Background: an optimization exercise with open tools, aiming at small area. Do not read the settings as production practice.
RTL that was checked went through simulation tests only; none was proved equivalent to the original.
Power is estimated from default activity; no workload was simulated. The flow treats the clock pin as an ideal source, which a real chip does not have.

==> inputs of garnet <==
// rsign_ctrl
module rsign_ctrl #(
    parameter int unsigned FM_DEPTH   = 64,
    parameter int unsigned PARA_WIDTH = 16,
    parameter int unsigned FM_SIZE    = 784,
    parameter int unsigned RSIGN_LAT  = 1
) (
    input  logic                                 clk,
    input  logic                                 rstn,
    input  logic                                 para_s_valid,
    input  logic [PARA_WIDTH-1:0]                para_s_data,
    output logic                                 para_s_ready,
    input  logic                                 win_valid,
    output logic                                 in_ready,
    output logic                                 rsign_valid,
    output logic [FM_DEPTH-1:0][PARA_WIDTH-1:0]  para_out,
    output logic                                 out_valid,
    output logic                                 frame_done,
    output logic                                 para_loaded,
    output logic [$clog2(FM_SIZE+1)-1:0]         win_cnt
);
==> module rsign_ctrl, before the edit <==
module rsign_ctrl #(
    parameter int unsigned FM_DEPTH   = 64,
    parameter int unsigned PARA_WIDTH = 16,
    parameter int unsigned FM_SIZE    = 784,
    parameter int unsigned RSIGN_LAT  = 1
) (
    input  logic                                 clk,
    input  logic                                 rstn,
    input  logic                                 para_s_valid,
    input  logic [PARA_WIDTH-1:0]                para_s_data,
    output logic                                 para_s_ready,
    input  logic                                 win_valid,
    output logic                                 in_ready,
    output logic                                 rsign_valid,
    output logic [FM_DEPTH-1:0][PARA_WIDTH-1:0]  para_out,
    output logic                                 out_valid,
    output logic                                 frame_done,
    output logic                                 para_loaded,
    output logic [$clog2(FM_SIZE+1)-1:0]         win_cnt
);
    localparam int unsigned IdxW = (FM_DEPTH > 1) ? $clog2(FM_DEPTH) : 1;
    localparam int unsigned CntW = $clog2(FM_SIZE + 1);
    logic [IdxW-1:0]                      idx_q;
    logic                                 shadow_full_q;
    logic [FM_DEPTH-1:0][PARA_WIDTH-1:0]  shadow_n_q;    
    logic [FM_DEPTH-1:0][PARA_WIDTH-1:0]  active_n_q;    
    logic                                 unloaded_q;    
    logic                                 run_q;
    logic                                 vld_q;
    logic                                 last_q;
    logic [CntW-1:0]                      win_cnt_q;
    logic                                 beat, accept, last_acc, commit;
    assign para_s_ready = ~shadow_full_q;
    assign beat         = para_s_valid & ~shadow_full_q;
    assign in_ready     = run_q | ~(unloaded_q | last_q | shadow_full_q);
    assign accept       = win_valid & in_ready;
    assign rsign_valid  = accept;
    assign out_valid    = vld_q;
    assign frame_done   = last_q;
    assign para_out     = ~(active_n_q | {(FM_DEPTH*PARA_WIDTH){unloaded_q}});
    assign para_loaded  = ~unloaded_q;
    assign win_cnt      = win_cnt_q;
    assign last_acc = accept & (win_cnt_q == CntW'(FM_SIZE - 1));
    assign commit   = shadow_full_q & ~run_q;
    always_ff @(posedge clk) begin
        if (beat) shadow_n_q <= {~para_s_data, shadow_n_q[FM_DEPTH-1:1]};
    end
    always_ff @(posedge clk or negedge rstn) begin
        if (!rstn) begin
            idx_q         <= '0;
            shadow_full_q <= 1'b0;
        end else if (beat) begin
            idx_q <= idx_q + IdxW'(1);
            if (idx_q == IdxW'(FM_DEPTH - 1)) shadow_full_q <= 1'b1;
        end else if (commit) begin
            shadow_full_q <= 1'b0;
        end
    end
    always_ff @(posedge clk) begin
        if (commit) active_n_q <= shadow_n_q;
    end
    always_ff @(posedge clk or negedge rstn) begin
        if (!rstn) begin
            unloaded_q <= 1'b1;
        end else if (commit) begin
            unloaded_q <= 1'b0;
        end
    end
    always_ff @(posedge clk or negedge rstn) begin
        if (!rstn) begin
            run_q     <= 1'b0;
            vld_q     <= 1'b0;
            last_q    <= 1'b0;
            win_cnt_q <= '0;
        end else begin
            vld_q  <= accept;
            last_q <= last_acc;
            if (accept) run_q <= ~last_acc;
            if (last_q) win_cnt_q <= '0;
            else if (accept) win_cnt_q <= win_cnt_q + CntW'(1);
        end
    end
endmodule
Settings: LEC_CHECK=0, CAP_MARGIN=20, CORE_MARGIN=2, CORE_UTILIZATION=65, PLACE_DENSITY=0.75, SLEW_MARGIN=20; clock period 5.0 ns.
standard.sh (not shown) runs the stock make flow with config.mk's settings and CLKGATE_MAP_FILE= SYNTH_SCRIPT=/design/flow/synth_recipe.tcl, a recipe that flattens the netlist after the stock synthesis.
==> flow/flow/run.sh <==
#!/bin/bash
# Standard ORFS layout, with the smallest buffer on the ports and a clock tree of
# larger sink clusters without dummy loads.
set -euo pipefail
export BUFFER_PORTS_ARGS="-buffer_cell sky130_fd_sc_hd__buf_1"
export CTS_ARGS="-sink_clustering_enable -repair_clock_nets -dont_use_dummy_load -sink_clustering_size 25 -sink_clustering_max_diameter 150"
bash standard.sh > standard_flow.log 2>&1
==> ember (differences from garnet) <==
--- a/flow/design.v
+++ b/flow/design.v
@@ -27,19 +27,21 @@
     logic                                 unloaded_q;    
     logic                                 run_q;
     logic                                 vld_q;
-    logic                                 last_q;
+    logic                                 drain;
     logic [CntW-1:0]                      win_cnt_q;
     logic                                 beat, accept, last_acc, commit;
     assign para_s_ready = ~shadow_full_q;
     assign beat         = para_s_valid & ~shadow_full_q;
-    assign in_ready     = run_q | ~(unloaded_q | last_q | shadow_full_q);
+    assign in_ready     = run_q | ~(unloaded_q | drain | shadow_full_q);
     assign accept       = win_valid & in_ready;
     assign rsign_valid  = accept;
     assign out_valid    = vld_q;
-    assign frame_done   = last_q;
+    assign frame_done   = drain;
     assign para_out     = ~(active_n_q | {(FM_DEPTH*PARA_WIDTH){unloaded_q}});
     assign para_loaded  = ~unloaded_q;
     assign win_cnt      = win_cnt_q;
+    localparam logic [CntW-1:0] SizeBits = CntW'(FM_SIZE);
+    assign drain    = ((win_cnt_q & SizeBits) == SizeBits);
     assign last_acc = accept & (win_cnt_q == CntW'(FM_SIZE - 1));
     assign commit   = shadow_full_q & ~run_q;
     always_ff @(posedge clk) begin
@@ -70,13 +72,11 @@
         if (!rstn) begin
             run_q     <= 1'b0;
             vld_q     <= 1'b0;
-            last_q    <= 1'b0;
             win_cnt_q <= '0;
         end else begin
             vld_q  <= accept;
-            last_q <= last_acc;
             if (accept) run_q <= ~last_acc;
-            if (last_q) win_cnt_q <= '0;
+            if (drain) win_cnt_q <= '0;
             else if (accept) win_cnt_q <= win_cnt_q + CntW'(1);
         end
     end
==> flow/flow/run.sh (replaced) <==
#!/bin/bash
# Standard ORFS layout, with the smallest buffer on the ports, the high-fanout enable nets
# rebuffered with small buffers after global placement (flow/rebuf.tcl), and a clock tree
# of larger sink clusters without dummy loads.
set -euo pipefail
export BUFFER_PORTS_ARGS="-buffer_cell sky130_fd_sc_hd__buf_1"
export POST_GLOBAL_PLACE_TCL="$PWD/flow/rebuf.tcl"
export CTS_ARGS="-sink_clustering_enable -repair_clock_nets -dont_use_dummy_load -sink_clustering_size 30 -sink_clustering_max_diameter 150"
bash standard.sh > standard_flow.log 2>&1
==> flow/flow/rebuf.tcl (new file) <==
# Rebuild the buffer trees of the high-fanout nets with small buffers: after timing-driven
# global placement, drop the resizer's fanout buffers and give each net a two-level tree of
# buf_4 cells, each driving a cluster of nearby loads.
proc rb_log {msg} { puts "rebuf: $msg" }
set rb_cell [get_lib_cells sky130_fd_sc_hd__buf_4]
set rb_group 80
set bufs {}
foreach inst [get_cells *] {
  if {[regexp {__buf_(2|4|6|8|12|16)$} [get_property $inst ref_name]]} { lappend bufs [get_full_name $inst] }
}
rb_log "removing [llength $bufs] buffers"
if {[llength $bufs]} { remove_buffers {*}$bufs }
set block [ord::get_db_block]
set clknets {}
foreach n [get_nets -of_objects [get_pins -hierarchical */CLK]] { lappend clknets [get_full_name $n] }
set k 0
foreach net [$block getNets] {
  set name [$net getName]
  if {[lsearch -exact $clknets $name] >= 0} continue
  if {[$net getSigType] ne "SIGNAL"} continue
  set loads {}
  foreach it [$net getITerms] {
    if {[$it isInputSignal]} {
      set inst [$it getInst]
      set bb [$inst getBBox]
      lappend loads [list [expr {([$bb xMin]+[$bb xMax])/2}] [expr {([$bb yMin]+[$bb yMax])/2}] "[$inst getName]/[[$it getMTerm] getName]"]
    }
  }
  set n [llength $loads]
  if {$n <= $rb_group} continue
  # split into strips by x, then chunks by y inside each strip
  set ng [expr {int(ceil(double($n)/$rb_group))}]
  set ns [expr {int(ceil(sqrt($ng)))}]
  set loads [lsort -integer -index 0 $loads]
  set per_strip [expr {int(ceil(double($n)/$ns))}]
  set groups {}
  for {set s 0} {$s < $n} {incr s $per_strip} {
    set strip [lsort -integer -index 1 [lrange $loads $s [expr {$s+$per_strip-1}]]]
    set m [llength $strip]
    set nc [expr {int(ceil(double($m)/$rb_group))}]
    set per [expr {int(ceil(double($m)/$nc))}]
    for {set c 0} {$c < $m} {incr c $per} { lappend groups [lrange $strip $c [expr {$c+$per-1}]] }
  }
  rb_log "net $name: $n loads in [llength $groups] groups"
  foreach g $groups {
    set sx 0; set sy 0; set pins {}
    foreach l $g { set sx [expr {$sx+[lindex $l 0]}]; set sy [expr {$sy+[lindex $l 1]}]; lappend pins [get_pins [lindex $l 2]] }
    set cx [expr {$sx/[llength $g]/1000.0}]; set cy [expr {$sy/[llength $g]/1000.0}]
    insert_buffer -buffer_cell $rb_cell -net [get_nets $name] -load_pins $pins -location [list $cx $cy] -buffer_name rbuf_$k -net_name rbnet_$k
    incr k
  }
}
rb_log "inserted $k buffers"
==> maple (differences from garnet) <==
==> flow/design.v (replaced) <==
module rsign_ctrl #(
    parameter int unsigned FM_DEPTH   = 64,
    parameter int unsigned PARA_WIDTH = 16,
    parameter int unsigned FM_SIZE    = 784,
    parameter int unsigned RSIGN_LAT  = 1
) (
    input  logic                                 clk,
    input  logic                                 rstn,
    input  logic                                 para_s_valid,
    input  logic [PARA_WIDTH-1:0]                para_s_data,
    output logic                                 para_s_ready,
    input  logic                                 win_valid,
    output logic                                 in_ready,
    output logic                                 rsign_valid,
    output logic [FM_DEPTH-1:0][PARA_WIDTH-1:0]  para_out,
    output logic                                 out_valid,
    output logic                                 frame_done,
    output logic                                 para_loaded,
    output logic [$clog2(FM_SIZE+1)-1:0]         win_cnt
);
    localparam int unsigned IdxW = (FM_DEPTH > 1) ? $clog2(FM_DEPTH) : 1;
    localparam int unsigned CntW = $clog2(FM_SIZE + 1);
    typedef enum logic [1:0] {StIdle, StReady, StRun, StDrain} state_e;
    state_e                               state_q, state_d;
    logic [IdxW-1:0]                      idx_q;
    logic                                 shadow_full_q;
    logic [FM_DEPTH-1:0][PARA_WIDTH-1:0]  shadow_q;
    logic [FM_DEPTH-1:0][PARA_WIDTH-1:0]  active_q;
    logic                                 para_loaded_q;
    logic [CntW-1:0]                      win_cnt_q, win_cnt_d;
    logic [RSIGN_LAT-1:0]                 vld_pipe_q, vld_pipe_d;
    logic [RSIGN_LAT-1:0]                 last_pipe_q, last_pipe_d;
    logic                                 beat, accept, last_acc, commit;
    assign para_s_ready = ~shadow_full_q;
    assign beat         = para_s_valid & ~shadow_full_q;
    assign accept       = win_valid & in_ready;
    assign rsign_valid  = accept;
    assign out_valid    = vld_pipe_q[RSIGN_LAT-1];
    assign frame_done   = out_valid & last_pipe_q[RSIGN_LAT-1];
    assign para_out     = active_q;
    assign para_loaded  = para_loaded_q;
    assign win_cnt      = win_cnt_q;
    assign commit = shadow_full_q &
                    ((state_q == StIdle) | (state_q == StReady) |
                     ((state_q == StDrain) & frame_done));
    assign last_acc = accept & ((state_q == StReady) ? (FM_SIZE == 1)
                                                     : (win_cnt_q == CntW'(FM_SIZE - 1)));
    always_ff @(posedge clk or negedge rstn) begin
        if (!rstn) begin
            state_q <= StIdle;
        end else begin
            state_q <= state_d;
        end
    end
    always_comb begin
        state_d = state_q;
        unique case (state_q)
            StIdle:  if (commit) state_d = StReady;
            StReady: if (accept) state_d = (FM_SIZE == 1) ? StDrain : StRun;
            StRun:   if (last_acc) state_d = StDrain;
            StDrain: if (frame_done) state_d = StReady;
            default: state_d = StIdle;
        endcase
    end
    always_comb begin
        in_ready = 1'b0;
        unique case (state_q)
            StIdle:  in_ready = 1'b0;
            StReady: in_ready = ~shadow_full_q;
            StRun:   in_ready = 1'b1;
            StDrain: in_ready = 1'b0;
            default: in_ready = 1'b0;
        endcase
    end
    always_ff @(posedge clk or negedge rstn) begin
        if (!rstn) begin
            idx_q         <= '0;
            shadow_full_q <= 1'b0;
            shadow_q      <= '0;
        end else if (beat) begin
            shadow_q[idx_q] <= para_s_data;
            if (idx_q == IdxW'(FM_DEPTH - 1)) begin
                idx_q         <= '0;
                shadow_full_q <= 1'b1;
            end else begin
                idx_q <= idx_q + IdxW'(1);
            end
        end else if (commit) begin
            shadow_full_q <= 1'b0;
        end
    end
    always_ff @(posedge clk or negedge rstn) begin
        if (!rstn) begin
            active_q      <= '0;
            para_loaded_q <= 1'b0;
        end else if (commit) begin
            active_q      <= shadow_q;
            para_loaded_q <= 1'b1;
        end
    end
    always_comb begin
        win_cnt_d = win_cnt_q;
        if ((state_q == StDrain) && frame_done) begin
            win_cnt_d = '0;
        end else if (accept) begin
            win_cnt_d = (state_q == StReady) ? CntW'(1) : win_cnt_q + CntW'(1);
        end
    end
    always_comb begin
        vld_pipe_d     = vld_pipe_q;
        last_pipe_d    = last_pipe_q;
        vld_pipe_d[0]  = accept;
        last_pipe_d[0] = last_acc;
        for (int i = 1; i < RSIGN_LAT; i++) begin
            vld_pipe_d[i]  = vld_pipe_q[i-1];
            last_pipe_d[i] = last_pipe_q[i-1];
        end
    end
    always_ff @(posedge clk or negedge rstn) begin
        if (!rstn) begin
            win_cnt_q   <= '0;
            vld_pipe_q  <= '0;
            last_pipe_q <= '0;
        end else begin
            win_cnt_q   <= win_cnt_d;
            vld_pipe_q  <= vld_pipe_d;
            last_pipe_q <= last_pipe_d;
        end
    end
endmodule
==> flow/run.sh (new file) <==
#!/bin/bash
# synth_recipe.tcl (not shown) runs the flow's synth.tcl, then flattens the netlist and writes it again
# the make line also repeats each setting of config.mk as NAME=value (left out here)
make -C /OpenROAD-flow-scripts/flow DESIGN_CONFIG=/design/flow/config.mk WORK_HOME=/design/flow/orfs CLKGATE_MAP_FILE= SYNTH_SCRIPT=/design/flow/synth_recipe.tcl finish
Settings changed: CORE_UTILIZATION 65 to 40, PLACE_DENSITY 0.75 to default.
removed: flow/flow/run.sh
removed: flow/standard.sh
==> impl_metrics.json <==
{
  "outcome": "no timing/DRC/antenna violations",
  "sw_frac_of_total_pct": 25.9,
  "synth_cell_types": 56,
  "combinationalPowerShare_pct": 15.8,
  "syn_avg_cell_area_um2": 16.7,
  "placed_cells": 8061,
  "drive_gt1_share_pct": 43.5,
  "grt_pass1_vias": 44800,
  "pwr_density_cell_mw_per_mm2": 456,
  "relSlewSlack_pct": 26.6,
  "syn-instance-count": 4664,
  "cp_num_cells": 6,
  "synth_largest_area_cell": "dfrtp_1",
  "via_count": 43400,
  "seq_power_uw": 21900,
  "grtUsageMet3_pct": 5.65,
  "final.clkbuf_count": 323
}
That was maple.
==> impl_metrics.json <==
{
  "combinationalPowerShare_pct": 2.1,
  "grtUsageMet3_pct": 7.96,
  "grt_pass1_vias": 30400,
  "via_count": 32300,
  "p_switching_uw": 5620,
  "relSlewSlack_pct": 41.6,
  "syn_avg_cell_area_um2": 20.3,
  "end_kind": "primary output",
  "reg2reg_to": "win_cnt_q[2]",
  "seq_power_uw": 20600,
  "final.clkbuf_count": 78,
  "power.leakage_uw": 0.0247,
  "outcome": "no timing/DRC/antenna violations",
  "drive_gt1_share_pct": 3.18,
  "synth_largest_area_cell": "edfxtp_1",
  "cp_num_cells": 5,
  "placed_cells": 5655,
  "syn-instance-count": 3293
}
That was ember.
==> impl_metrics.json <==
{
  "outcome": "no timing/DRC/antenna violations",
  "relSlewSlack_pct": 31.9,
  "grt_pass1_vias": 30600,
  "synth_cell_types": 33,
  "syn-instance-count": 3291,
  "syn_avg_cell_area_um2": 20.3,
  "drive_gt1_share_pct": 3.67,
  "via_count": 32400,
  "cp_num_cells": 3,
  "final.clkbuf_count": 92
}
That was garnet.
For garnet and maple, only the layout was checked, not whether the RTL still works.


==> inputs of v25 <==
Another version of the RTL of rsign_ctrl (not shown whole).
==> module rsign_ctrl, before the edit <==
module rsign_ctrl #(
    parameter int unsigned FM_DEPTH   = 64,
    parameter int unsigned PARA_WIDTH = 16,
    parameter int unsigned FM_SIZE    = 784,
    parameter int unsigned RSIGN_LAT  = 1
) (
    input  logic                                 clk,
    input  logic                                 rstn,
    input  logic                                 para_s_valid,
    input  logic [PARA_WIDTH-1:0]                para_s_data,
    output logic                                 para_s_ready,
    input  logic                                 win_valid,
    output logic                                 in_ready,
    output logic                                 rsign_valid,
    output logic [FM_DEPTH-1:0][PARA_WIDTH-1:0]  para_out,
    output logic                                 out_valid,
    output logic                                 frame_done,
    output logic                                 para_loaded,
    output logic [$clog2(FM_SIZE+1)-1:0]         win_cnt
);
    localparam int unsigned IdxW = (FM_DEPTH > 1) ? $clog2(FM_DEPTH) : 1;
    localparam int unsigned CntW = $clog2(FM_SIZE + 1);
    logic [IdxW-1:0]                      idx_q;
    logic                                 shadow_full_q;
    logic [FM_DEPTH-1:0][PARA_WIDTH-1:0]  shadow_q;
    logic [FM_DEPTH-1:0][PARA_WIDTH-1:0]  active_q;
    logic                                 para_loaded_q;
    logic                                 run_q;
    logic                                 vld_q;
    logic                                 last_q;
    logic [CntW-1:0]                      win_cnt_q;
    logic                                 beat, accept, last_acc, commit;
    assign para_s_ready = ~shadow_full_q;
    assign beat         = para_s_valid & ~shadow_full_q;
    assign in_ready     = run_q | (para_loaded_q & ~last_q & ~shadow_full_q);
    assign accept       = win_valid & in_ready;
    assign rsign_valid  = accept;
    assign out_valid    = vld_q;
    assign frame_done   = last_q;
    assign para_out     = active_q;
    assign para_loaded  = para_loaded_q;
    assign win_cnt      = win_cnt_q;
    assign last_acc = accept & (win_cnt_q == CntW'(FM_SIZE - 1));
    assign commit   = shadow_full_q & ~run_q;
    always_ff @(posedge clk) begin
        if (beat) shadow_q <= {para_s_data, shadow_q[FM_DEPTH-1:1]};
    end
    always_ff @(posedge clk or negedge rstn) begin
        if (!rstn) begin
            idx_q         <= '0;
            shadow_full_q <= 1'b0;
        end else if (beat) begin
            idx_q <= idx_q + IdxW'(1);
            if (idx_q == IdxW'(FM_DEPTH - 1)) shadow_full_q <= 1'b1;
        end else if (commit) begin
            shadow_full_q <= 1'b0;
        end
    end
    always_ff @(posedge clk or negedge rstn) begin
        if (!rstn) begin
            active_q      <= '0;
            para_loaded_q <= 1'b0;
        end else if (commit) begin
            active_q      <= shadow_q;
            para_loaded_q <= 1'b1;
        end
    end
    always_ff @(posedge clk or negedge rstn) begin
        if (!rstn) begin
            run_q     <= 1'b0;
            vld_q     <= 1'b0;
            last_q    <= 1'b0;
            win_cnt_q <= '0;
        end else begin
            vld_q  <= accept;
            last_q <= last_acc;
            if (accept) run_q <= ~last_acc;
            if (last_q) win_cnt_q <= '0;
            else if (accept) win_cnt_q <= win_cnt_q + CntW'(1);
        end
    end
endmodule
export LEC_CHECK = 0
export CAP_MARGIN = 20
export CORE_MARGIN = 2
export CORE_UTILIZATION = 40
export SLEW_MARGIN = 20
create_clock -name core_clock -period 5.0 [get_ports {clk}]
==> flow/flow/run.sh <==
#!/bin/bash
# Standard ORFS layout, with the smallest buffer on the ports and no CTS dummy loads.
set -euo pipefail
export BUFFER_PORTS_ARGS="-buffer_cell sky130_fd_sc_hd__buf_1"
export CTS_ARGS="-sink_clustering_enable -repair_clock_nets -dont_use_dummy_load"
bash standard.sh > standard_flow.log 2>&1
==> inputs of v17, as changes to v25 <==
--- a/flow/design.v
+++ b/flow/design.v
@@ -22,28 +22,30 @@
     localparam int unsigned CntW = $clog2(FM_SIZE + 1);
     logic [IdxW-1:0]                      idx_q;
     logic                                 shadow_full_q;
-    logic [FM_DEPTH-1:0][PARA_WIDTH-1:0]  shadow_q;
-    logic [FM_DEPTH-1:0][PARA_WIDTH-1:0]  active_q;
-    logic                                 para_loaded_q;
+    logic [FM_DEPTH-1:0][PARA_WIDTH-1:0]  shadow_n_q;    
+    logic [FM_DEPTH-1:0][PARA_WIDTH-1:0]  active_n_q;    
+    logic                                 unloaded_q;    
     logic                                 run_q;
     logic                                 vld_q;
-    logic                                 last_q;
+    logic                                 drain;
     logic [CntW-1:0]                      win_cnt_q;
     logic                                 beat, accept, last_acc, commit;
     assign para_s_ready = ~shadow_full_q;
     assign beat         = para_s_valid & ~shadow_full_q;
-    assign in_ready     = run_q | (para_loaded_q & ~last_q & ~shadow_full_q);
+    assign in_ready     = run_q | ~(unloaded_q | drain | shadow_full_q);
     assign accept       = win_valid & in_ready;
     assign rsign_valid  = accept;
     assign out_valid    = vld_q;
-    assign frame_done   = last_q;
-    assign para_out     = active_q;
-    assign para_loaded  = para_loaded_q;
+    assign frame_done   = drain;
+    assign para_out     = ~(active_n_q | {(FM_DEPTH*PARA_WIDTH){unloaded_q}});
+    assign para_loaded  = ~unloaded_q;
     assign win_cnt      = win_cnt_q;
+    localparam logic [CntW-1:0] SizeBits = CntW'(FM_SIZE);
+    assign drain    = ((win_cnt_q & SizeBits) == SizeBits);
     assign last_acc = accept & (win_cnt_q == CntW'(FM_SIZE - 1));
     assign commit   = shadow_full_q & ~run_q;
     always_ff @(posedge clk) begin
-        if (beat) shadow_q <= {para_s_data, shadow_q[FM_DEPTH-1:1]};
+        if (beat) shadow_n_q <= {~para_s_data, shadow_n_q[FM_DEPTH-1:1]};
     end
     always_ff @(posedge clk or negedge rstn) begin
         if (!rstn) begin
@@ -56,26 +58,25 @@
             shadow_full_q <= 1'b0;
         end
     end
+    always_ff @(posedge clk) begin
+        if (commit) active_n_q <= shadow_n_q;
+    end
     always_ff @(posedge clk or negedge rstn) begin
         if (!rstn) begin
-            active_q      <= '0;
-            para_loaded_q <= 1'b0;
+            unloaded_q <= 1'b1;
         end else if (commit) begin
-            active_q      <= shadow_q;
-            para_loaded_q <= 1'b1;
+            unloaded_q <= 1'b0;
         end
     end
     always_ff @(posedge clk or negedge rstn) begin
         if (!rstn) begin
             run_q     <= 1'b0;
             vld_q     <= 1'b0;
-            last_q    <= 1'b0;
             win_cnt_q <= '0;
         end else begin
             vld_q  <= accept;
-            last_q <= last_acc;
             if (accept) run_q <= ~last_acc;
-            if (last_q) win_cnt_q <= '0;
+            if (drain) win_cnt_q <= '0;
             else if (accept) win_cnt_q <= win_cnt_q + CntW'(1);
         end
     end
==> flow/flow/run.sh (replaced) <==
#!/bin/bash
# Standard ORFS layout, with the smallest buffer on the ports and a clock tree of
# larger sink clusters without dummy loads.
set -euo pipefail
export BUFFER_PORTS_ARGS="-buffer_cell sky130_fd_sc_hd__buf_1"
export CTS_ARGS="-sink_clustering_enable -repair_clock_nets -dont_use_dummy_load -sink_clustering_size 30 -sink_clustering_max_diameter 150"
bash standard.sh > standard_flow.log 2>&1
CORE_UTILIZATION = 65   (was 40)
PLACE_DENSITY = 0.75   (was not set)
==> notes <==
v17 produced a clean layout. v25 produced a clean layout. Against v17, the count of clock-buffer cells in the layout of v25 is higher by 124. Against v17, the total power of v25 is larger by 28%. The combinational power of v25 is 3.4 times that of v17. Of v17 and v25, v25 has the higher flip-flop and latch count (gap 1). In v25 the design area is higher than in v17, by about 9%. Against v25, the non-clock buffer count of v17 is lower by 17. Against v25, the synthesized cell count of v17 is larger by 0.58%. Of v25 and v17, v25 has the higher critical path depth (gap 1). In v17 the register-to-register slack is worse than in v25, by 0.02 ns.
==> figures <==
| metric | v25 | v17 |
|---|---|---|
| Die Footprint | 178,000 um^2 | 105,000 um^2 |
| Crit path to | rsign_valid | para_out[328] |
| Count of inverters not on the clock network in the layout | 2 | 22 |
| Result of the run | no timing/DRC/antenna violations | no timing/DRC/antenna violations |
| Nonclk buf count | 1,134 | 1,117 |
| Clock-cell share of area | 6.19% | 2.61% |
| Setup slack after placement | 1.95 ns | 1.90 ns |
| Seq cells | 2,069 | 2,068 |
| Clock tree buffer count of the final layout | 202 | 78 |
| Sequential share of cell area | 69.7% | 82.9% |
| Total number of H-tree levels | 4 | 3 |
| Most used flip-flop cell after synthesis | sky130_fd_sc_hd__dfrtp_1 | sky130_fd_sc_hd__edfxtp_1 |
| Average via count per standard cell | 4.91 | 5.62 |
| Internal cell power | 28.1 mW | 23.0 mW |
| Count of non-filler cells in the finished layout | 6,819 | 5,743 |
| Power per standard cell area | 447 nW/um^2 | 383 nW/um^2 |
| Detailed Route WL | 172,000 um | 160,000 um |
| Detailed-placement wirelength estimate | 124,000 um | 114,000 um |
| Vias in the first global route | 34.9k | 30.5k |
No functional check of the RTL was part of v25.

[afterwards: timing with drivers on the ports]
The results above use ideal ports. As a check the final layouts listed here were re-extracted and re-timed, cells and wires unchanged. Step 1 (the two cells are an assumption about what drives the block):
set clk [get_ports {clk}]
set_driving_cell -lib_cell sky130_fd_sc_hd__clkbuf_16 $clk
set_driving_cell -lib_cell sky130_fd_sc_hd__buf_2 [delete_from_list [all_inputs] $clk]
Step 2, shift: input delay + t, output delay - t, t = (earliest + latest rising clock arrival at the registers) / 2. This alone moves slack from input paths to output paths. Slacks: ideal / step 1 / step 2; pairs: ideal / step 1.
run | t, ns | slack for setup (ns) | latest minus earliest clock arrival (ns) | worst slew at a driven data input, ns
garnet | 0.742 | 1.236 / 1.169 / 1.848 | 0.054 / 0.054 | 0.04
ember | 0.728 | 0.709 / 0.641 / 1.369 | 0.041 / 0.042 | 0.08
maple | 0.917 | 0.585 / 0.500 / 0.703 | 0.053 / 0.054 | 0.18
v25 | 0.883 | 1.700 / 1.619 / 1.901 | 0.107 / 0.107 | 0.07
v17 | 0.722 | 1.139 / 1.075 / 1.797 | 0.058 / 0.058 | 0.08
After both steps every run listed still meets setup and hold.
